Context: an optimization exercise on an open-source flow, tuned for small area and a short achievable clock period. The choices shown serve that exercise and are no tape-out recipe.

// rvExecSlice
module rvExecSlice (
    input  logic        clk,
    input  logic        rstN,
    input  logic        instValid,
    input  logic [31:0] instWord,
    input  logic [31:0] pc,
    input  logic [31:0] rs1Data,
    input  logic [31:0] rs2Data,
    output logic        resValid,
    output logic [4:0]  resRd,
    output logic        resRegWrite,
    output logic [31:0] resWbValue,
    output logic        resMemRead,
    output logic        resMemWrite,
    output logic [31:0] resMemAddr,
    output logic [1:0]  resMemSize,
    output logic        resBranchTaken,
    output logic [31:0] resNextPc,
    output logic        resHalt
);
Size in the first run: roughly 340 flip-flops, roughly 240 I/O pins.
export LEC_CHECK = 0
export ABC_AREA = 1
export CAP_MARGIN = 20
export CORE_MARGIN = 2
export CORE_UTILIZATION = 40
export CTS_BUF_LIST = sky130_fd_sc_hd__clkbuf_16
export CTS_CLUSTER_DIAMETER = 80
export CTS_CLUSTER_SIZE = 24
export SETUP_SLACK_MARGIN = 2.8
export SLEW_MARGIN = 20
create_clock -name core_clock -period 5.0 [get_ports {clk}]
standard.sh (not shown) runs the stock make flow with config.mk's settings and CLKGATE_MAP_FILE= SYNTH_SCRIPT=/design/flow/synth_recipe.tcl, a recipe that flattens the netlist after the stock synthesis.
==> flow/flow/run.sh <==
#!/bin/bash
# Standard ORFS layout with these changes:
#  - input ports are buffered with buf_1, output ports with buf_2 (after global
#    placement, flow/outbuf.tcl), instead of the default delay buffer
#  - the ABC area recipe (ABC_AREA=1) is replaced by flow/abc_area.script;
#    this only changes the mapping of combinational logic, the registers are
#    those of the standard synthesis
set -e
rm -rf scripts_abc
cp -r "$FLOW_HOME/scripts" scripts_abc
cp flow/abc_area.script scripts_abc/abc_area.script
bash standard.sh SCRIPTS_DIR="$PWD/scripts_abc" \
    BUFFER_PORTS_ARGS="-inputs -buffer_cell sky130_fd_sc_hd__buf_1" \
    POST_GLOBAL_PLACE_TCL="$PWD/flow/outbuf.tcl" finish > standard.log 2>&1
==> flow/flow/abc_area.script <==
strash
dch
map -B 0.5
topo
stime -c
buffer -c
upsize -c
dnsize -c
==> flow/flow/outbuf.tcl <==
# outputs get buf_2 port buffers; the inputs got buf_1 ones before global placement
buffer_ports -outputs -buffer_cell sky130_fd_sc_hd__buf_2
estimate_parasitics -placement
Rerun with:
--- a/flow/design.v
+++ b/flow/design.v
@@ -49,14 +49,18 @@
     assign immJ0 = {{12{instWord[31]}}, instWord[19:12], instWord[20], instWord[30:21], 1'b0};
     assign immU0 = {instWord[31:12], 12'b0};
     assign bSel0 = ({32{isOpI0 | isLoad0 | isJalr0}} & immI0) |
                    ({32{isStore0}} & immS0) |
                    ({32{isJal0}} & immJ0) |
                    ({32{isAuipc0}} & immU0) |
                    ({32{!(isOpI0 | isLoad0 | isJalr0 | isStore0 | isJal0 | isAuipc0)}} & rs2Data);
+    logic [31:2] pc40;
+    logic [11:0] bOff0;
+    assign pc40  = pc[31:2] + 30'd1;
+    assign bOff0 = {instWord[31], instWord[31], instWord[7], instWord[30:25], instWord[11:9]} - 12'd1;
     always_comb begin
         if      (isOp0)    cls0 = 4'd1;
         else if (isOpI0)   cls0 = 4'd2;
         else if (isLoad0)  cls0 = 4'd3;
         else if (isStore0) cls0 = 4'd4;
         else if (isBr0)    cls0 = 4'd5;
         else if (isJal0)   cls0 = 4'd6;
@@ -66,25 +70,25 @@
         else               cls0 = 4'd0;
     end
     logic        v1;
     logic [31:0] a1, b1;
     logic        sub1;
     logic [3:0]  cls1;
     logic [31:7] iw1;
-    logic [31:2] pc1;
+    logic [31:2] pc41;
     always_ff @(posedge clk or negedge rstN)
         if (!rstN) v1 <= 1'b0;
         else       v1 <= instValid;
     always_ff @(posedge clk) begin
         a1   <= (isJal0 | isAuipc0) ? {pc[31:2], 2'b00} : sll0 ? rev32(rs1Data) : rs1Data;
         b1   <= bSel0 ^ {32{sub0}};
         sub1 <= sub0;
         cls1 <= cls0;
-        iw1  <= instWord[31:7];
-        pc1  <= pc[31:2];
+        iw1  <= isBr0 ? {instWord[31], bOff0, instWord[18:7]} : instWord[31:7];
+        pc41 <= pc40;
     end
     logic [2:0]  f31;
     logic        alt1;
     logic        isOp1, isOpI1, isLoad1, isStore1, isBr1, isJal1, isJalr1, isLui1, isAuipc1, isAlu1;
     logic [33:0] sumC1;
     logic [31:0] sum1, x1, sh1, tgt1;
     logic        cout1, eq1, lt1, ltu1, cmp1;
@@ -107,15 +111,15 @@
     assign x1    = a1 ^ b1;
     assign eq1   = &x1;                                   
     assign ltu1  = ~cout1;
     assign lt1   = (a1[31] == b1[31]) ? a1[31] : sum1[31];
     assign cmp1  = (isBr1 ? f31[1] : f31[0]) ? ltu1 : lt1;
     assign fill1 = f31[2] & alt1 & a1[31];
     assign sh1   = 32'($signed({fill1, a1}) >>> {b1[4:3], 3'b000});
-    assign tgt1  = {pc1, 2'b00} + {{20{iw1[31]}}, iw1[7], iw1[30:25], iw1[11:8], 1'b0};
+    assign tgt1  = {pc41 + {{18{iw1[30]}}, iw1[30:19]}, iw1[8], 1'b0};
     logic selSum1, selTgt1, selSh1, selG1, selP1, slt1;
     assign selTgt1 = isBr1;
     assign selSum1 = !(isAlu1 | isBr1) | (isAlu1 & f31 == 3'b000);
     assign selSh1  = isAlu1 & (f31[1:0] == 2'b01);
     assign slt1    = isAlu1 & (f31[2:1] == 2'b01);
     assign selG1   = isAlu1 & (f31[2:1] == 2'b11);
     assign selP1   = isAlu1 & f31[2] & ~f31[0];
@@ -157,15 +161,15 @@
     logic        eq2, cmp2, slt2, isJ2, isJalr2, isBr2, isLui2;
     logic        memRd2, memWr2, illegal2, regWr2;
     always_ff @(posedge clk or negedge rstN)
         if (!rstN) v2 <= 1'b0;
         else       v2 <= v1;
     always_ff @(posedge clk) begin
         a2       <= alu1;
-        pc42     <= pc1 + 30'd1;
+        pc42     <= pc41;
         hi2      <= iw1[31:12];
         rd2      <= iw1[11:7];
         sh2      <= selSh1 ? b1[2:0] : 3'd0;
         fill2    <= fill1;
         sll2     <= selSh1 & ~f31[2];
         eq2      <= eq1;
         cmp2     <= cmp1;
Outcome: Clock skew is lower by 0.0059 ns; clock-buffer cell count goes down by 1; sequential share of layout area went down by 0.23 points; maximum frequency is about the same; utilization goes up by 0.37 points; critical path depth does not change; worst hold slack is better by 0.0063 ns.
No run of this note included a check of the RTL's function; only the layout flow was run.

static timing again, ports no longer ideal:
In the flow no input, the clock included, has a driving cell. The finished layouts below were timed again as built, in two steps. Step 1 sets driving cells, clkbuf_16 on the clock port and buf_2 on the other inputs (assumed; they add their load-dependent delay and slew). Step 2 also shifts input and output timing later by t, the mid clock arrival at the registers, as if the neighbouring blocks saw the same clock. Three values: ideal ports, drivers, drivers and shift; two values: the first two.
run | t, ns | setup WS [ns] | worst hold slack (ns) | worst data-port slew with drivers (ns) | pins driven straight from the clock port
the first run | 0.618 | 2.758 / 2.758 / 2.312 | 0.215 / 0.179 / 0.330 | 0.04 | 1
the second run | 0.611 | 2.756 / 2.756 / 2.250 | 0.222 / 0.189 / 0.334 | 0.10 | 1
After both steps every run listed still meets setup and hold. The setup slack of the second run, which loses most, moves by 0.000 ns with the drivers and by -0.506 ns with both steps.
